From an optimization exercise on the open Yosys and OpenROAD flow, aimed at small area; shortcuts taken in it are not production practice. Only simulation tests tie the RTL to the original design; equivalence was not proved. Power is estimated from default activity; no workload was simulated.

File: flow/design.v
package kyber_pkg;
  localparam int KYBER_Q        = 3329;
  localparam int KYBER_ZETA_INV = 1175;
  localparam int KYBER_N        = 128;
  localparam int KYBER_W        = 12;
  localparam int KYBER_AW       = 7;
  function automatic logic [6:0] brv7(input logic [6:0] x);
    brv7 = {x[0], x[1], x[2], x[3], x[4], x[5], x[6]};
  endfunction
endpackage
module kyber_modmul_seq
(
  input  logic        clk,
  input  logic        reset,
  input  logic        i_go,
  input  logic [11:0] i_op,
  input  logic [11:0] i_const,
  output logic        o_ready,
  output logic [11:0] o_res
);
  localparam logic [12:0] Q13 = 13'(kyber_pkg::KYBER_Q);
  logic [11:0] r_a;
  logic [11:0] r_b;
  logic [11:0] r_c;
  logic [3:0]  r_cnt;
  logic        r_run;
  logic [12:0] w_dbl;
  logic [12:0] w_dmod;
  logic [12:0] w_add;
  logic [12:0] w_amod;
  logic        w_unused_msb;
  always_comb begin
    w_dbl  = {r_a, 1'b0};
    w_dmod = (w_dbl >= Q13) ? w_dbl - Q13 : w_dbl;
    w_add  = w_dmod + (r_c[11] ? {1'b0, r_b} : 13'd0);
    w_amod = (w_add >= Q13) ? w_add - Q13 : w_add;
  end
  assign o_res        = w_amod[11:0];
  assign w_unused_msb = w_amod[12];
  assign o_ready      = r_run && (r_cnt == 4'd11);
  always_ff @(posedge clk or posedge reset) begin
    if (reset) begin
      r_a   <= '0;
      r_b   <= '0;
      r_c   <= '0;
      r_cnt <= '0;
      r_run <= 1'b0;
    end else if (i_go) begin
      r_a   <= '0;
      r_b   <= i_op;
      r_c   <= i_const;
      r_cnt <= '0;
      r_run <= 1'b1;
    end else if (r_run) begin
      r_a   <= w_amod[11:0];
      r_c   <= {r_c[10:0], 1'b0};
      r_cnt <= r_cnt + 4'd1;
      if (r_cnt == 4'd11) r_run <= 1'b0;
    end
  end
endmodule
module kyber_zeta_inv_gen
(
  input  logic        clk,
  input  logic        reset,
  input  logic        start,
  output logic        busy,
  output logic        done,
  input  logic [6:0]  ad,
  input  logic        ce,
  input  logic        oce,
  output logic [11:0] dout
);
  localparam logic [10:0] LFSR_END = 11'd1077;
  logic [10:0] r_lfsr;
  logic        r_busy;
  logic        r_fin;
  logic        r_done;
  logic [6:0]  r_ad;
  logic        r_nz;
  logic [6:0]  w_ra;
  logic        w_rnz;
  logic [11:0] w_rom;
  logic        w_end;
  logic        w_acc;
  logic        w_unused_oce;
  assign w_unused_oce = oce;
  assign w_end = (r_lfsr == LFSR_END);
  assign w_acc = start && !r_busy && !r_fin;
  always_ff @(posedge clk) begin
    if (r_busy) r_lfsr <= {r_lfsr[9:0], ~(r_lfsr[10] ^ r_lfsr[8])};
    else        r_lfsr <= '0;
  end
  always_ff @(posedge clk or posedge reset) begin
    if (reset) begin
      r_busy <= 1'b0;
      r_fin  <= 1'b0;
      r_done <= 1'b0;
    end else begin
      r_busy <= w_acc || (r_busy && !w_end);
      r_fin  <= r_busy && w_end;
      r_done <= r_fin || (r_done && !w_acc);
    end
  end
  always_ff @(posedge clk) begin
    if (ce) r_ad <= ad;
  end
  always_ff @(posedge clk or posedge reset) begin
    if (reset)   r_nz <= 1'b0;
    else if (ce) r_nz <= !r_busy;
  end
  assign w_ra  = r_ad;
  assign w_rnz = r_nz;
  logic rn_n21, rn_n22, rn_n23, rn_n24, rn_n25, rn_n26, rn_n27, rn_n28, rn_n29, rn_n30, rn_n31, rn_n32, rn_n33, rn_n34, rn_n35, rn_n36, rn_n37, rn_n38, rn_n39, rn_n40, rn_n41, rn_n42, rn_n43, rn_n44, rn_n45, rn_n46, rn_n47, rn_n48, rn_n49, rn_n50, rn_n51, rn_n52, rn_n53, rn_n54, rn_n55, rn_n56, rn_n57, rn_n58, rn_n59, rn_n60, rn_n61, rn_n62, rn_n63, rn_n64, rn_n65, rn_n66, rn_n67, rn_n68, rn_n69, rn_n70, rn_n71, rn_n72, rn_n73, rn_n74, rn_n75, rn_n76, rn_n77, rn_n78, rn_n79, rn_n80, rn_n81, rn_n82, rn_n83, rn_n84, rn_n85, rn_n86, rn_n87, rn_n88, rn_n89, rn_n90, rn_n91, rn_n92, rn_n93, rn_n94, rn_n95, rn_n96, rn_n97, rn_n99, rn_n100, rn_n101, rn_n102, rn_n103, rn_n104, rn_n105, rn_n106, rn_n107, rn_n108, rn_n109, rn_n110, rn_n111, rn_n112, rn_n113, rn_n114, rn_n115, rn_n116, rn_n117, rn_n118, rn_n119, rn_n120, rn_n121, rn_n122, rn_n123, rn_n124, rn_n125, rn_n126, rn_n127, rn_n128, rn_n129, rn_n130, rn_n131, rn_n132, rn_n133, rn_n134, rn_n135, rn_n136, rn_n137, rn_n138, rn_n139, rn_n140, rn_n141, rn_n142, rn_n144, rn_n145, rn_n146, rn_n147, rn_n148, rn_n149, rn_n150, rn_n151, rn_n152, rn_n153, rn_n154, rn_n155, rn_n156, rn_n157, rn_n158, rn_n159, rn_n160, rn_n161, rn_n162, rn_n163, rn_n164, rn_n165, rn_n166, rn_n167, rn_n168, rn_n169, rn_n170, rn_n172, rn_n173, rn_n174, rn_n175, rn_n176, rn_n177, rn_n178, rn_n179, rn_n180, rn_n181, rn_n182, rn_n183, rn_n184, rn_n185, rn_n186, rn_n187, rn_n188, rn_n189, rn_n190, rn_n191, rn_n192, rn_n193, rn_n194, rn_n195, rn_n196, rn_n197, rn_n199, rn_n200, rn_n201, rn_n202, rn_n203, rn_n204, rn_n205, rn_n206, rn_n207, rn_n208, rn_n209, rn_n210, rn_n211, rn_n212, rn_n213, rn_n214, rn_n215, rn_n217, rn_n218, rn_n219, rn_n220, rn_n221, rn_n222, rn_n223, rn_n224, rn_n225, rn_n226, rn_n227, rn_n228, rn_n229, rn_n230, rn_n231, rn_n232, rn_n233, rn_n234, rn_n236, rn_n237, rn_n238, rn_n239, rn_n240, rn_n241, rn_n242, rn_n243, rn_n244, rn_n245, rn_n246, rn_n247, rn_n248, rn_n249, rn_n250, rn_n251, rn_n252, rn_n253, rn_n254, rn_n256, rn_n257, rn_n258, rn_n259, rn_n260, rn_n261, rn_n262, rn_n263, rn_n264, rn_n265, rn_n266, rn_n267, rn_n268, rn_n269, rn_n270, rn_n271, rn_n272, rn_n273, rn_n274, rn_n276, rn_n277, rn_n278, rn_n279, rn_n280, rn_n281, rn_n282, rn_n283, rn_n284, rn_n285, rn_n286, rn_n287, rn_n288, rn_n289, rn_n290, rn_n291, rn_n292, rn_n293, rn_n295, rn_n296, rn_n297, rn_n298, rn_n299, rn_n300, rn_n301, rn_n302, rn_n303, rn_n304, rn_n305, rn_n306, rn_n307, rn_n308, rn_n309, rn_n311, rn_n312, rn_n313, rn_n314, rn_n315, rn_n316, rn_n317, rn_n318, rn_n319, rn_n320, rn_n321, rn_n322, rn_n323, rn_n324, rn_n325, rn_n326, rn_n328, rn_n329, rn_n330, rn_n331, rn_n332, rn_n333, rn_n334, rn_n335, rn_n336, rn_n337, rn_n338, rn_n339, rn_n340, rn_n341, rn_n342, rn_n343, rn_n344, rn_n345, rn_n346;
  assign rn_n21 = (~w_ra[0]);
  assign rn_n22 = (~w_ra[2]);
  assign rn_n23 = (~rn_n21&~rn_n22);
  assign rn_n24 = (~rn_n23);
  assign rn_n25 = (~w_ra[0]&~w_ra[2]);
  assign rn_n26 = (~w_ra[1]);
  assign rn_n27 = (~w_ra[2]&~rn_n26);
  assign rn_n28 = (~rn_n25&~rn_n27);
  assign rn_n29 = (~w_ra[1]&~rn_n24) | (~rn_n28);
  assign rn_n30 = (~w_ra[4]);
  assign rn_n31 = (~w_ra[1]&~w_ra[2]);
  assign rn_n32 = (~w_ra[3]&~rn_n31);
  assign rn_n33 = (~rn_n29&~rn_n30&~rn_n32) | (~w_ra[3]&~rn_n30&~rn_n32);
  assign rn_n34 = (~w_ra[3]);
  assign rn_n35 = (~rn_n26&~rn_n22);
  assign rn_n36 = (~rn_n34&~rn_n35);
  assign rn_n37 = (~w_ra[0]&~w_ra[1]);
  assign rn_n38 = (~rn_n37);
  assign rn_n39 = (~rn_n38) | (~rn_n22);
  assign rn_n40 = (~rn_n22&~rn_n38);
  assign rn_n41 = (~rn_n40);
  assign rn_n42 = (~w_ra[2]&~rn_n21);
  assign rn_n43 = (~rn_n42);
  assign rn_n44 = (~rn_n26&~rn_n43);
  assign rn_n45 = (~rn_n44);
  assign rn_n46 = (~rn_n45) | (~rn_n34);
  assign rn_n47 = (~rn_n39&~rn_n46) | (~rn_n41&~rn_n46);
  assign rn_n48 = (~w_ra[0]&~w_ra[4]&~rn_n47) | (~rn_n36&~w_ra[4]&~rn_n47);
  assign rn_n49 = (~w_ra[5]);
  assign rn_n50 = (~rn_n33&~rn_n48) | (~rn_n49);
  assign rn_n51 = (~w_ra[3]&~rn_n23);
  assign rn_n52 = (~rn_n25);
  assign rn_n53 = (~rn_n52) | (~rn_n26);
  assign rn_n54 = (~rn_n31);
  assign rn_n55 = (~rn_n34&~rn_n54);
  assign rn_n56 = (~rn_n51&~rn_n55) | (~rn_n53&~rn_n55);
  assign rn_n57 = (~w_ra[0]&~rn_n22);
  assign rn_n58 = (~w_ra[0]&~w_ra[3]);
  assign rn_n59 = (~rn_n58&~rn_n32);
  assign rn_n60 = (~rn_n57&~rn_n59);
  assign rn_n61 = (~rn_n34&~rn_n27);
  assign rn_n62 = (~rn_n61);
  assign rn_n63 = (~rn_n21&~rn_n34);
  assign rn_n64 = (~w_ra[4]&~rn_n63);
  assign rn_n65 = (~rn_n62) | (~rn_n64);
  assign rn_n66 = (~rn_n60&~rn_n65) | (~rn_n30&~rn_n56);
  assign rn_n67 = (~w_ra[6]);
  assign rn_n68 = (~rn_n66&~rn_n67) | (~w_ra[5]&~rn_n67);
  assign rn_n69 = (~w_rnz);
  assign rn_n70 = (~w_ra[1]&~rn_n21);
  assign rn_n71 = (~w_ra[0]&~rn_n26);
  assign rn_n72 = (~rn_n70&~rn_n71);
  assign rn_n73 = (~rn_n22&~rn_n72);
  assign rn_n74 = (~rn_n73);
  assign rn_n75 = (~rn_n74) | (~rn_n34) | (~rn_n28);
  assign rn_n76 = (~rn_n34&~rn_n23);
  assign rn_n77 = (~rn_n76);
  assign rn_n78 = (~rn_n35&~rn_n77);
  assign rn_n79 = (~rn_n31&~rn_n42);
  assign rn_n80 = (~rn_n78) | (~rn_n79);
  assign rn_n81 = (~rn_n78);
  assign rn_n82 = (~w_ra[3]&~rn_n35);
  assign rn_n83 = (~rn_n70);
  assign rn_n84 = (~rn_n82&~w_ra[4]) | (~rn_n83&~w_ra[4]);
  assign rn_n85 = (~rn_n75&~rn_n81) | (~rn_n75&~rn_n84) | (~rn_n80&~rn_n81) | (~w_ra[4]&~rn_n81) | (~rn_n80&~rn_n84) | (~w_ra[4]&~rn_n84);
  assign rn_n86 = (~rn_n21&~rn_n26);
  assign rn_n87 = (~rn_n34&~rn_n86);
  assign rn_n88 = (~rn_n87) | (~rn_n39);
  assign rn_n89 = (~rn_n29);
  assign rn_n90 = (~w_ra[3]&~rn_n89) | (~rn_n40&~rn_n88) | (~w_ra[4]);
  assign rn_n91 = (~rn_n82);
  assign rn_n92 = (~rn_n52) | (~w_ra[3]);
  assign rn_n93 = (~rn_n86&~rn_n92);
  assign rn_n94 = (~rn_n93);
  assign rn_n95 = (~rn_n72&~rn_n91) | (~rn_n30) | (~rn_n94);
  assign rn_n96 = (~rn_n90&~w_ra[5]) | (~rn_n95&~w_ra[5]);
  assign rn_n97 = (~rn_n85&~w_ra[6]&~rn_n96) | (~w_ra[5]&~w_ra[6]&~rn_n96);
  assign w_rom[0] = (~rn_n50&~rn_n69&~rn_n97) | (~rn_n68&~rn_n69&~rn_n97);
  assign rn_n99 = (~rn_n72);
  assign rn_n100 = (~w_ra[2]&~rn_n99);
  assign rn_n101 = (~rn_n100);
  assign rn_n102 = (~rn_n101) | (~rn_n36);
  assign rn_n103 = (~rn_n26&~rn_n24);
  assign rn_n104 = (~rn_n103);
  assign rn_n105 = (~rn_n104&~w_ra[4]) | (~rn_n34&~w_ra[4]);
  assign rn_n106 = (~rn_n102) | (~rn_n105);
  assign rn_n107 = (~rn_n32);
  assign rn_n108 = (~rn_n71);
  assign rn_n109 = (~rn_n22&~rn_n108);
  assign rn_n110 = (~rn_n22&~rn_n83);
  assign rn_n111 = (~rn_n63&~rn_n61);
  assign rn_n112 = (~rn_n110&~rn_n111) | (~rn_n107&~rn_n109) | (~w_ra[4]);
  assign rn_n113 = (~rn_n106) | (~w_ra[5]) | (~rn_n112);
  assign rn_n114 = (~w_ra[4]&~rn_n36&~rn_n60);
  assign rn_n115 = (~rn_n34&~rn_n109);
  assign rn_n116 = (~rn_n115) | (~rn_n43);
  assign rn_n117 = (~rn_n82) | (~rn_n79);
  assign rn_n118 = (~rn_n116&~rn_n30) | (~rn_n117&~rn_n30);
  assign rn_n119 = (~rn_n114&~rn_n118) | (~rn_n49);
  assign rn_n120 = (~rn_n113&~rn_n67) | (~rn_n119&~rn_n67);
  assign rn_n121 = (~w_ra[2]&~rn_n38);
  assign rn_n122 = (~rn_n121);
  assign rn_n123 = (~rn_n122) | (~w_ra[3]);
  assign rn_n124 = (~rn_n51);
  assign rn_n125 = (~rn_n26) | (~rn_n34);
  assign rn_n126 = (~rn_n124&~rn_n121) | (~rn_n125&~rn_n121);
  assign rn_n127 = (~rn_n30&~rn_n126);
  assign rn_n128 = (~rn_n109&~rn_n123) | (~rn_n127);
  assign rn_n129 = (~w_ra[1]&~rn_n22);
  assign rn_n130 = (~rn_n129&~rn_n57);
  assign rn_n131 = (~rn_n130);
  assign rn_n132 = (~rn_n131) | (~rn_n34);
  assign rn_n133 = (~rn_n80) | (~rn_n132) | (~rn_n30);
  assign rn_n134 = (~w_ra[4]&~rn_n82);
  assign rn_n135 = (~rn_n102&~w_ra[5]) | (~rn_n134&~w_ra[5]);
  assign rn_n136 = (~rn_n45) | (~w_ra[3]);
  assign rn_n137 = (~rn_n83) | (~rn_n34);
  assign rn_n138 = (~rn_n79&~rn_n137);
  assign rn_n139 = (~rn_n30&~rn_n138);
  assign rn_n140 = (~rn_n73&~rn_n136) | (~rn_n139);
  assign rn_n141 = (~w_ra[5]&~rn_n135) | (~w_ra[5]&~rn_n140) | (~rn_n128&~rn_n135) | (~rn_n133&~rn_n135) | (~rn_n128&~rn_n140) | (~rn_n133&~rn_n140);
  assign rn_n142 = (~w_ra[6]&~rn_n141) | (~w_rnz);
  assign w_rom[1] = (~rn_n120&~rn_n142);
  assign rn_n144 = (~rn_n30&~rn_n28);
  assign rn_n145 = (~rn_n86) | (~w_ra[3]);
  assign rn_n146 = (~rn_n145) | (~rn_n30) | (~rn_n52);
  assign rn_n147 = (~rn_n146) | (~w_ra[5]);
  assign rn_n148 = (~rn_n27);
  assign rn_n149 = (~w_ra[0]&~rn_n148);
  assign rn_n150 = (~rn_n149&~rn_n91);
  assign rn_n151 = (~rn_n30&~rn_n150);
  assign rn_n152 = (~rn_n87);
  assign rn_n153 = (~rn_n22&~rn_n151) | (~rn_n22&~rn_n152) | (~rn_n30&~rn_n151) | (~rn_n125&~rn_n151) | (~rn_n30&~rn_n152) | (~rn_n125&~rn_n152);
  assign rn_n154 = (~w_ra[5]&~rn_n153) | (~rn_n144&~rn_n147);
  assign rn_n155 = (~w_ra[3]&~rn_n42);
  assign rn_n156 = (~rn_n34&~rn_n42);
  assign rn_n157 = (~rn_n156);
  assign rn_n158 = (~rn_n157&~rn_n131) | (~rn_n127);
  assign rn_n159 = (~w_ra[4]&~rn_n63&~rn_n155) | (~w_ra[5]) | (~rn_n158);
  assign rn_n160 = (~rn_n129);
  assign rn_n161 = (~rn_n160) | (~w_ra[3]);
  assign rn_n162 = (~rn_n121&~rn_n161) | (~w_ra[4]);
  assign rn_n163 = (~w_ra[3]&~rn_n37);
  assign rn_n164 = (~rn_n163);
  assign rn_n165 = (~rn_n164&~rn_n103);
  assign rn_n166 = (~w_ra[4]&~rn_n58&~rn_n70);
  assign rn_n167 = (~rn_n35) | (~w_ra[3]);
  assign rn_n168 = (~rn_n166&~w_ra[5]) | (~rn_n167&~w_ra[5]);
  assign rn_n169 = (~rn_n162&~rn_n165) | (~rn_n168);
  assign rn_n170 = (~rn_n159&~w_ra[6]) | (~rn_n169&~w_ra[6]);
  assign w_rom[2] = (~w_ra[6]&~rn_n69&~rn_n170) | (~rn_n154&~rn_n69&~rn_n170);
  assign rn_n172 = (~rn_n35&~rn_n157);
  assign rn_n173 = (~rn_n79);
  assign rn_n174 = (~w_ra[3]&~rn_n173);
  assign rn_n175 = (~rn_n34&~rn_n31&~rn_n70);
  assign rn_n176 = (~rn_n175&~rn_n60) | (~w_ra[4]);
  assign rn_n177 = (~w_ra[4]&~rn_n172&~rn_n174) | (~w_ra[5]) | (~rn_n176);
  assign rn_n178 = (~rn_n125&~rn_n23);
  assign rn_n179 = (~rn_n31&~rn_n152);
  assign rn_n180 = (~rn_n178&~rn_n179) | (~rn_n30);
  assign rn_n181 = (~rn_n58&~rn_n93) | (~w_ra[4]) | (~rn_n38);
  assign rn_n182 = (~rn_n180) | (~rn_n181) | (~rn_n49);
  assign rn_n183 = (~rn_n34&~rn_n37);
  assign rn_n184 = (~rn_n183);
  assign rn_n185 = (~rn_n130) | (~rn_n61);
  assign rn_n186 = (~w_ra[3]&~rn_n57);
  assign rn_n187 = (~rn_n186) | (~rn_n43);
  assign rn_n188 = (~rn_n185&~rn_n30) | (~rn_n187&~rn_n30);
  assign rn_n189 = (~rn_n132&~rn_n49&~rn_n188) | (~rn_n30&~rn_n49&~rn_n188) | (~rn_n184&~rn_n49&~rn_n188);
  assign rn_n190 = (~w_ra[3]&~rn_n149);
  assign rn_n191 = (~rn_n190) | (~rn_n53);
  assign rn_n192 = (~rn_n191) | (~rn_n30);
  assign rn_n193 = (~rn_n55);
  assign rn_n194 = (~rn_n71&~rn_n30) | (~rn_n34&~rn_n30);
  assign rn_n195 = (~rn_n193) | (~rn_n167) | (~rn_n194);
  assign rn_n196 = (~rn_n192&~w_ra[5]) | (~rn_n195&~w_ra[5]);
  assign rn_n197 = (~rn_n67&~rn_n189&~rn_n196);
  assign w_rom[3] = (~rn_n67&~rn_n69&~rn_n197) | (~rn_n177&~rn_n69&~rn_n197) | (~rn_n182&~rn_n69&~rn_n197);
  assign rn_n199 = (~rn_n160) | (~rn_n34);
  assign rn_n200 = (~rn_n199) | (~rn_n30);
  assign rn_n201 = (~rn_n87&~rn_n200);
  assign rn_n202 = (~rn_n57);
  assign rn_n203 = (~rn_n145&~rn_n30) | (~rn_n202&~rn_n30);
  assign rn_n204 = (~rn_n115&~rn_n58) | (~rn_n79&~rn_n58);
  assign rn_n205 = (~rn_n71&~rn_n157) | (~rn_n134);
  assign rn_n206 = (~rn_n30&~rn_n204) | (~rn_n205);
  assign rn_n207 = (~rn_n206) | (~w_ra[5]);
  assign rn_n208 = (~w_ra[5]&~rn_n201&~rn_n203) | (~rn_n207);
  assign rn_n209 = (~rn_n193) | (~rn_n64) | (~rn_n164);
  assign rn_n210 = (~rn_n58&~rn_n148) | (~w_ra[4]) | (~rn_n130);
  assign rn_n211 = (~rn_n86) | (~rn_n34);
  assign rn_n212 = (~rn_n80) | (~w_ra[4]) | (~rn_n211);
  assign rn_n213 = (~rn_n84&~rn_n49) | (~rn_n77&~rn_n49);
  assign rn_n214 = (~rn_n49&~rn_n212) | (~rn_n49&~rn_n213) | (~rn_n209&~rn_n212) | (~rn_n210&~rn_n212) | (~rn_n209&~rn_n213) | (~rn_n210&~rn_n213);
  assign rn_n215 = (~rn_n67&~rn_n214) | (~w_rnz);
  assign w_rom[4] = (~rn_n208&~rn_n215) | (~rn_n67&~rn_n215);
  assign rn_n217 = (~rn_n52) | (~rn_n54);
  assign rn_n218 = (~rn_n63&~rn_n217&rn_n194);
  assign rn_n219 = (~rn_n72) | (~w_ra[2]);
  assign rn_n220 = (~w_ra[3]&~rn_n27);
  assign rn_n221 = (~rn_n219&~w_ra[4]&~rn_n183) | (~rn_n220&~w_ra[4]&~rn_n183);
  assign rn_n222 = (~rn_n152&~rn_n57) | (~rn_n26&~rn_n124);
  assign rn_n223 = (~rn_n149&~rn_n124) | (~rn_n35&~rn_n184) | (~w_ra[4]);
  assign rn_n224 = (~w_ra[4]&~rn_n222) | (~w_ra[5]) | (~rn_n223);
  assign rn_n225 = (~w_ra[5]&~rn_n218&~rn_n221) | (~rn_n224);
  assign rn_n226 = (~w_ra[4]&~rn_n49);
  assign rn_n227 = (~rn_n126) | (~rn_n226);
  assign rn_n228 = (~rn_n34&~rn_n57);
  assign rn_n229 = (~rn_n228) | (~rn_n83);
  assign rn_n230 = (~rn_n229) | (~rn_n199) | (~rn_n30) | (~rn_n49);
  assign rn_n231 = (~rn_n49&~rn_n63) | (~rn_n22);
  assign rn_n232 = (~w_ra[5]&~rn_n184) | (~w_ra[4]) | (~rn_n137) | (~rn_n231);
  assign rn_n233 = (~rn_n227) | (~w_ra[6]) | (~rn_n230) | (~rn_n232);
  assign rn_n234 = (~rn_n233) | (~w_rnz);
  assign w_rom[5] = (~rn_n225&~rn_n234) | (~rn_n67&~rn_n234);
  assign rn_n236 = (w_ra[3]&rn_n30&rn_n161) | (rn_n86&rn_n30&rn_n161) | (rn_n57&rn_n30&rn_n161);
  assign rn_n237 = (~rn_n74) | (~w_ra[3]) | (~rn_n28);
  assign rn_n238 = (~rn_n237&~rn_n30) | (~rn_n199&~rn_n30);
  assign rn_n239 = (~rn_n236&~rn_n238) | (~rn_n49);
  assign rn_n240 = (~rn_n91&~rn_n99) | (~rn_n30) | (~rn_n88);
  assign rn_n241 = (~rn_n22&~rn_n30&~rn_n145) | (~rn_n240);
  assign rn_n242 = (~rn_n241&~rn_n67) | (~w_ra[5]&~rn_n67);
  assign rn_n243 = (~rn_n76) | (~rn_n53);
  assign rn_n244 = (~rn_n155);
  assign rn_n245 = (~rn_n149&~rn_n243) | (~rn_n30) | (~rn_n244);
  assign rn_n246 = (~rn_n45) | (~w_ra[4]) | (~rn_n41);
  assign rn_n247 = (~rn_n245&~w_ra[5]) | (~rn_n246&~w_ra[5]);
  assign rn_n248 = (~rn_n30&~rn_n49);
  assign rn_n249 = (~w_ra[1]&~rn_n244) | (~rn_n248);
  assign rn_n250 = (~rn_n77&~rn_n100);
  assign rn_n251 = (~rn_n220) | (~w_ra[0]);
  assign rn_n252 = (~w_ra[1]&~rn_n77) | (~rn_n226) | (~rn_n251);
  assign rn_n253 = (~rn_n249&~rn_n250) | (~rn_n67) | (~rn_n252);
  assign rn_n254 = (~rn_n247&~rn_n253) | (~w_rnz);
  assign w_rom[6] = (~rn_n239&~rn_n254) | (~rn_n242&~rn_n254);
  assign rn_n256 = (~rn_n72&~rn_n77) | (~rn_n151);
  assign rn_n257 = (~rn_n256) | (~w_ra[5]);
  assign rn_n258 = (~w_ra[0]&~rn_n101&~w_ra[4]) | (~w_ra[0]&~rn_n115&~w_ra[4]) | (~rn_n32&~rn_n101&~w_ra[4]) | (~rn_n32&~rn_n115&~w_ra[4]);
  assign rn_n259 = (~rn_n26&~rn_n179) | (~rn_n34&~rn_n179) | (~rn_n52&~rn_n179);
  assign rn_n260 = (~w_ra[1]&~rn_n43);
  assign rn_n261 = (~rn_n260&~rn_n77) | (~rn_n134);
  assign rn_n262 = (~rn_n30&~rn_n259) | (~rn_n261);
  assign rn_n263 = (~rn_n262) | (~rn_n49);
  assign rn_n264 = (~rn_n257&~rn_n258) | (~rn_n263);
  assign rn_n265 = (~rn_n217&~w_ra[4]) | (~rn_n34&~w_ra[4]);
  assign rn_n266 = (~rn_n34&~rn_n89) | (~rn_n265);
  assign rn_n267 = (~rn_n23&~rn_n92);
  assign rn_n268 = (~rn_n30&~rn_n267);
  assign rn_n269 = (~rn_n129&~rn_n251) | (~rn_n268);
  assign rn_n270 = (~rn_n266) | (~rn_n49) | (~rn_n269);
  assign rn_n271 = (~rn_n36);
  assign rn_n272 = (~rn_n121&~rn_n271) | (~rn_n22&~rn_n164) | (~w_ra[4]);
  assign rn_n273 = (~w_ra[4]&~rn_n267&~rn_n150) | (~w_ra[5]) | (~rn_n272);
  assign rn_n274 = (~rn_n270&~w_ra[6]) | (~rn_n273&~w_ra[6]);
  assign w_rom[7] = (~rn_n264&~rn_n69&~rn_n274) | (~w_ra[6]&~rn_n69&~rn_n274);
  assign rn_n276 = (~rn_n228&~rn_n200);
  assign rn_n277 = (~rn_n183&~rn_n131&~rn_n30) | (~rn_n183&~rn_n163&~rn_n30) | (~rn_n217&~rn_n131&~rn_n30) | (~rn_n217&~rn_n163&~rn_n30);
  assign rn_n278 = (~rn_n276&~rn_n277) | (~rn_n49);
  assign rn_n279 = (~w_ra[3]&~rn_n110);
  assign rn_n280 = (~rn_n279);
  assign rn_n281 = (~rn_n100&~rn_n280) | (~rn_n226);
  assign rn_n282 = (~rn_n74) | (~rn_n174);
  assign rn_n283 = (~rn_n282&~w_ra[6]) | (~rn_n271&~w_ra[6]) | (~rn_n248&~w_ra[6]);
  assign rn_n284 = (~w_ra[4]&~rn_n138);
  assign rn_n285 = (~rn_n57&~rn_n35);
  assign rn_n286 = (~rn_n183) | (~rn_n22);
  assign rn_n287 = (~rn_n284) | (~rn_n285) | (~rn_n286);
  assign rn_n288 = (~rn_n62&~rn_n110) | (~rn_n59&~rn_n109) | (~w_ra[4]);
  assign rn_n289 = (~rn_n287&~w_ra[5]) | (~rn_n288&~w_ra[5]);
  assign rn_n290 = (~rn_n39) | (~w_ra[3]);
  assign rn_n291 = (~w_ra[4]&~rn_n284) | (~w_ra[4]&~rn_n290) | (~rn_n130&~rn_n284) | (~rn_n220&~rn_n284) | (~rn_n130&~rn_n290) | (~rn_n220&~rn_n290);
  assign rn_n292 = (~rn_n49&~rn_n291) | (~w_ra[6]);
  assign rn_n293 = (~rn_n289&~rn_n292) | (~w_rnz);
  assign w_rom[8] = (~rn_n278&~rn_n293) | (~rn_n281&~rn_n293) | (~rn_n283&~rn_n293);
  assign rn_n295 = (~rn_n34&~rn_n173);
  assign rn_n296 = (~rn_n35&~rn_n244) | (~rn_n30);
  assign rn_n297 = (~rn_n46&~rn_n23) | (~rn_n286&~rn_n23);
  assign rn_n298 = (~rn_n30&~rn_n297) | (~rn_n295&~rn_n296) | (~rn_n49);
  assign rn_n299 = (~rn_n36) | (~rn_n202);
  assign rn_n300 = (~rn_n51&~rn_n30) | (~rn_n53&~rn_n30);
  assign rn_n301 = (~rn_n295) | (~rn_n285);
  assign rn_n302 = (rn_n301&rn_n265) | (rn_n299&rn_n300) | (rn_n49);
  assign rn_n303 = (~rn_n298&~w_ra[6]) | (~rn_n302&~w_ra[6]);
  assign rn_n304 = (~rn_n44&~rn_n91) | (~rn_n185);
  assign rn_n305 = (~w_ra[4]&~rn_n105&~rn_n49) | (~w_ra[4]&~rn_n62&~rn_n49) | (~rn_n304&~rn_n105&~rn_n49) | (~rn_n304&~rn_n62&~rn_n49);
  assign rn_n306 = (~rn_n260&~rn_n77) | (~rn_n105);
  assign rn_n307 = (~rn_n94) | (~w_ra[4]) | (~rn_n211);
  assign rn_n308 = (~rn_n306&~w_ra[5]) | (~rn_n307&~w_ra[5]);
  assign rn_n309 = (~rn_n67&~rn_n305&~rn_n308);
  assign w_rom[9] = (~rn_n69&~rn_n303&~rn_n309);
  assign rn_n311 = (~rn_n35&~rn_n59);
  assign rn_n312 = (~rn_n26&~rn_n92) | (~w_ra[4]);
  assign rn_n313 = (~rn_n137) | (~rn_n30);
  assign rn_n314 = (~rn_n73&~rn_n123);
  assign rn_n315 = (~rn_n313&~rn_n314) | (~rn_n311&~rn_n312);
  assign rn_n316 = (~rn_n280) | (~rn_n116) | (~rn_n226);
  assign rn_n317 = (~rn_n217&~rn_n184) | (~rn_n71&~rn_n107) | (~rn_n248);
  assign rn_n318 = (~rn_n316) | (~rn_n67) | (~rn_n317);
  assign rn_n319 = (~rn_n49&~rn_n318) | (~rn_n315&~rn_n318);
  assign rn_n320 = (~rn_n124&~rn_n100);
  assign rn_n321 = (~rn_n31&~rn_n81) | (~w_ra[4]) | (~rn_n46);
  assign rn_n322 = (~rn_n65&~rn_n320) | (~rn_n49) | (~rn_n321);
  assign rn_n323 = (~rn_n190&~rn_n30) | (~rn_n219&~rn_n30);
  assign rn_n324 = (~rn_n157&~rn_n103) | (~rn_n323);
  assign rn_n325 = (~w_ra[4]&~rn_n92&~rn_n110) | (~w_ra[5]) | (~rn_n324);
  assign rn_n326 = (~rn_n322&~rn_n67) | (~rn_n325&~rn_n67);
  assign w_rom[10] = (~rn_n69&~rn_n319&~rn_n326);
  assign rn_n328 = (~rn_n44&~rn_n271) | (~rn_n323);
  assign rn_n329 = (~rn_n40&~rn_n107) | (~rn_n30) | (~rn_n161);
  assign rn_n330 = (~rn_n328&~rn_n49) | (~rn_n329&~rn_n49);
  assign rn_n331 = (~rn_n76&~rn_n186) | (~rn_n53&~rn_n186);
  assign rn_n332 = (~w_ra[4]&~rn_n331) | (~rn_n49);
  assign rn_n333 = (~rn_n61&~rn_n63) | (~rn_n104);
  assign rn_n334 = (~rn_n279) | (~rn_n122);
  assign rn_n335 = (~rn_n333&~rn_n30) | (~rn_n334&~rn_n30);
  assign rn_n336 = (~rn_n332&~rn_n335) | (~rn_n67);
  assign rn_n337 = (~rn_n330&~rn_n336) | (~w_rnz);
  assign rn_n338 = (~rn_n86&~rn_n107);
  assign rn_n339 = (~rn_n40&~rn_n46) | (~rn_n268);
  assign rn_n340 = (~rn_n65&~rn_n338) | (~rn_n339);
  assign rn_n341 = (~rn_n190) | (~rn_n285);
  assign rn_n342 = (~rn_n101) | (~w_ra[3]) | (~rn_n130);
  assign rn_n343 = (~w_ra[4]&~rn_n60);
  assign rn_n344 = (~w_ra[4]&~rn_n342) | (~w_ra[4]&~rn_n343) | (~rn_n136&~rn_n342) | (~rn_n341&~rn_n342) | (~rn_n136&~rn_n343) | (~rn_n341&~rn_n343);
  assign rn_n345 = (~w_ra[5]&~rn_n344) | (~w_ra[6]);
  assign rn_n346 = (~w_ra[5]&~rn_n345) | (~rn_n340&~rn_n345);
  assign w_rom[11] = (~rn_n337&~rn_n346);
  assign busy = r_busy;
  assign done = r_done;
  assign dout = w_rom;
endmodule
File: flow/flow/run.sh
#!/bin/bash
# Standard synthesis, then an area re-map of the combinational logic, then the
# standard layout steps with small port buffers and no CTS dummy loads.
set -euo pipefail
W=$PWD
F=$W/flow
R=$W/orfs/results/$FLOW_PLATFORM/kyber_zeta_inv_gen/base
LIB=$FLOW_HOME/platforms/$FLOW_PLATFORM/lib/sky130_fd_sc_hd__tt_025C_1v80.lib
YOSYS=$(command -v yosys || echo "$FLOW_HOME/../tools/install/yosys/bin/yosys")

bash standard.sh synth > $W/synth_std.log 2>&1
cp $R/1_2_yosys.v $W/std_netlist.v

sed -e "s#@LIB@#$LIB#g" -e "s#@IN@#$W/std_netlist.v#g" -e "s#@TOP@#$FLOW_TOP#g" \
    -e "s#@SCRIPT@#$F/myabc.script#g" -e "s#@OUT@#$W/reopt_netlist.v#g" \
    $F/reopt.ys > $W/reopt_run.ys
$YOSYS -q -l $W/reopt.log $W/reopt_run.ys > /dev/null 2>&1
cp $W/reopt_netlist.v $R/1_2_yosys.v
touch $R/1_2_yosys.v

bash standard.sh \
  "BUFFER_PORTS_ARGS=-buffer_cell sky130_fd_sc_hd__buf_1" \
  "CTS_ARGS=-sink_clustering_enable -repair_clock_nets -dont_use_dummy_load" \
  finish > $W/layout.log 2>&1
File: flow/standard.sh
#!/bin/bash
# synth_recipe.tcl (not shown) runs the flow's synth.tcl, then flattens the netlist and writes it again
# the make line also repeats each setting of config.mk as NAME=value (left out here)
make -C /OpenROAD-flow-scripts/flow DESIGN_CONFIG=/design/flow/config.mk WORK_HOME=/design/flow/orfs CLKGATE_MAP_FILE= SYNTH_SCRIPT=/design/flow/synth_recipe.tcl "${@:-finish}"
File: flow/constraint.sdc
create_clock -name core_clock -period 6.0 [get_ports {clk}]
set_input_delay 1.2000 -clock core_clock [delete_from_list [all_inputs] [get_ports {clk}]]
set_output_delay 1.2000 -clock core_clock [all_outputs]
set_load 0.01 [all_outputs]
File: flow/flow/reopt.ys
# Re-map the combinational logic of the standard synthesis netlist for area.
# Flip-flops keep their instance names and cell types; only the logic around
# them is re-optimised by ABC (script in myabc.script).
read_liberty -ignore_miss_func @LIB@
read_verilog @IN@
hierarchy -top @TOP@
setattr -mod -set keep_hierarchy 1 sky130_fd_sc_hd__df* sky130_fd_sc_hd__edf* sky130_fd_sc_hd__sdf* sky130_fd_sc_hd__dl*
flatten
opt_clean -purge
abc -liberty @LIB@ -dont_use *lpflow* -dont_use *probe* -script @SCRIPT@
opt_clean -purge
hilomap -singleton -hicell sky130_fd_sc_hd__conb_1 HI -locell sky130_fd_sc_hd__conb_1 LO
splitnets
opt_clean -purge
stat -liberty @LIB@
select @TOP@
write_verilog -noattr -noexpr -selected @OUT@
File: flow/flow/myabc.script
strash
balance -l; resub -K 6 -l; rewrite -l; resub -K 6 -N 2 -l; refactor -l; resub -K 8 -l; balance -l; resub -K 8 -N 2 -l; rewrite -l; resub -K 10 -l; rewrite -z -l; resub -K 10 -N 2 -l; balance -l; resub -K 12 -l; refactor -z -l; resub -K 12 -N 2 -l; rewrite -z -l; balance -l
balance -l; resub -K 6 -l; rewrite -l; resub -K 6 -N 2 -l; refactor -l; resub -K 8 -l; balance -l; resub -K 8 -N 2 -l; rewrite -l; resub -K 10 -l; rewrite -z -l; resub -K 10 -N 2 -l; balance -l; resub -K 12 -l; refactor -z -l; resub -K 12 -N 2 -l; rewrite -z -l; balance -l
dch -f
map -a
topo
File: flow/config.mk
export PLATFORM = sky130hd
export DESIGN_NAME = kyber_zeta_inv_gen
export DESIGN_NICKNAME = kyber_zeta_inv_gen
export VERILOG_FILES = /design/flow/design.v
export SDC_FILE = /design/flow/constraint.sdc
export NUM_CORES = 4
export LEC_CHECK = 0
export CAP_MARGIN = 20
export CORE_MARGIN = 2
export CORE_UTILIZATION = 45
export SLEW_MARGIN = 20
==> out/qor.txt <==
Outcome -> timing/DRC/antenna clean
Area of the die -> 5850 um2
Io pins -> 26
Core Region -> 5070 um2
Worst-skew pair later-pin latency -> 0.27 ns
Slew Limit Fails -> 0
Peak VDD IR -> 0.220 mV
Period utilization -> 0.800
Sink Count -> 22
Largest stage delay, worst path -> 0.61 ns
RSZ-0062 raised after global routing -> false
Share of cells above drive strength 1 -> 0.0359
Slew HR -> 0.367
Gpl congestion -> 1.02
Total chip power -> 0.000603 W
Hold Buf Count CTS -> 0
Setup TNS -> 0 ns
Root Buffer Master -> clkbuf_8
Hold Path End -> r_lfsr[2]
Clock buffer depth -> 2
Cells on worst reg2reg path -> 5
Total track usage -> 0.391
Syn Area/Cell -> 5.83 um2
Hold_ws -> 0.415 ns
Global route overflow -> 0
Wirelength per Cell -> 22.1 um
Number of global-route vias before repair -> 3247
Crit path max fanout -> 16
Hold-critical path depth -> 2
Critical Path AT -> 3.60 ns
Largest net degree at the start of global routing -> 31
Inserted Diodes -> 0
Worst reg-to-reg setup slack -> 4.97 ns
Crit. End Element -> output pin
Pleak -> 0.941 nW
DR vias/cell -> 7.00
Initial antenna violation count -> 0
Minimum clock period -> 4.80 ns
Inserted Clock Buffers -> 3
Post-route cell area -> 2680 um2
Fmax -> 0.208 GHz
Placed wire-length estimate -> 8.24 mm
R2r endpoint -> r_busy
H-tree levels -> 1
Worst Hold Class -> flop to flop
Final design utilization -> 0.529
Synthesized area -> 2370 um2
Syn Nets -> 418
Slowest CP cell -> nor2_1
Vias -> 3614
Layout net count -> 460
Max Clock Skew -> 0.0110 ns
DRT Wirelength -> 11.4 mm
Final Setup Violations -> 0
Die Width -> 76.5 um
Antenna viol nets, final -> 0
Hold path start -> r_lfsr[1]
Rows -> 26
Critical path launch point type -> flop
PortBufs -> 24
WP data required -> 4.80 ns
First DRT Iteration DRCs -> 1029
Area Overhead vs Synth -> 13.4%
Clock transition at the registers of the reported paths -> 0.08 ns
Worst R2R Start -> r_busy
First-pass GRT wire length -> 17.8 mm
Critical-path cell list -> buf_4, clkinv_1, buf_4, nor2_1, nor2_1, nor2_1, clkinv_1, nand2_1, o22ai_1, a32oi_1, nor3_1, a2111oi_0, buf_1
Post CTS Setup Buffer Count -> 0
Crit Path Category -> flop to output pin
Yosys Warn Count -> 1
Initial core utilization -> 0.466
CP dominant cell by count -> nor2_1
Die H -> 76.5 um
PwrDens -> 225 nW/um2
Max-Cap Viols -> 0
Hold Fails Final Rpt -> 0
Worst slew pin tran -> 0.925 ns
Residual DRC -> 0
DR pass1 iterations -> 10
CTS resizes -> 0
CTS tree -> built
Fill cell count -> 560
Synth Instances -> 406
Placed Area -> 2640 um2
==> critical path: cells and delay by family, from the launching register on <==
kind            cells  cell delay [ns]
simple gates        5             1.45
flops               1             0.34
buf+inv             5             0.87
compound gates      3             0.66
==> metrics by stage <==
stage	setup slack, ns	cells
after floorplan	1.92	406
after global placement	1.75	513
after detailed placement	1.76	513
after CTS	1.48	516
after global routing	1.04	516
final	1.20	516
==> registers in the layout, summed over array words and instances (netlist names) <==
register  flops
r_lfsr       11
r_ad          7
r_busy        1
r_done        1
r_fin         1
r_nz          1
==> per-layer routing <==
| layer | share of wire | wire, um | up-vias | track usage |
|---|---|---|---|---|
| met4 | 0.091 | 1040 | 0 | 0.216 |
| met3 | 0.18 | 2100 | 135 | 0.152 |
| met5 | 0 | 0 | - | 0.00909 |
| li1 | - | - | 1526 | - |
| met2 | 0.38 | 4350 | 417 | 0.549 |
| met1 | 0.34 | 3910 | 1536 | 0.510 |
==> layout by cell type, fill, tap and decap left out, types with 4 or more instances in the layout <==
cell         n
nand4_1      8
o221ai_1     5
a31oi_1     12
dfrtp_1      4
o21ai_0     27
buf_1       24
a21oi_1     33
a2111oi_0    7
nor2_1     110
o211ai_1     9
nand3_1     20
o31ai_1      5
edfxtp_1     7
o22ai_1      6
clkinv_1    67
nor3_1      11
nand2_1     42
dfxtp_1     11
buf_4       13
==> worst max path at each step <==
stage	to	from	cells after the start	slack (ns)
6_report	dout[11]	r_ad[0]	13	1.20
5_1_grt	dout[11]	r_ad[0]	13	1.04
4_1_cts	dout[11]	r_ad[0]	13	1.48
3_5_place_dp	dout[11]	r_ad[0]	13	1.76
3_3_place_gp	dout[11]	r_ad[0]	13	1.75
2_1_floorplan	dout[11]	r_ad[1]	10	1.92
==> final cells by class <==
class	count	area, um2	area share
timing repair buffer	37	188	0.0700
clock buffer	3	41.3	0.0154
inverter	67	251	0.0938
sequential	22	531	0.198
tap	70	87.6	0.0326
multi-input combinational	317	1580	0.590
==> power by group <==
group	switching, W	leakage [nW]	internal (W)
registers	0.0000198	0.209	0.000186
clock network	0.0000464	0.0216	0.0000449
logic	0.000220	0.710	0.0000857

## what the ideal ports hide
The flow's constraints put no driver on any port. The routed layout listed below was extracted and timed again, unchanged, in two steps.
Step 1 assumes that a clkbuf_16 drives the clock port and a buf_2 every other input.
Step 2 also shifts input and output timing later by t, the mid clock arrival at the registers, as if the neighbouring blocks saw the same clock.
Slacks: ideal ports / drivers / drivers and shift; pairs: ideal ports / drivers.
t (ns): 0.288
slack for setup (ns): 1.198 / 1.172 / 1.460
hold WS [ns]: 0.415 / 0.415 / 0.415
latest minus earliest clock arrival (ns): 0.011 / 0.011
slew at the worst register clock pin (ns): 0.08 / 0.08
After both steps this run still meets setup and hold. The setup slack of this run moves by -0.026 ns with the drivers and by +0.262 ns with both steps.
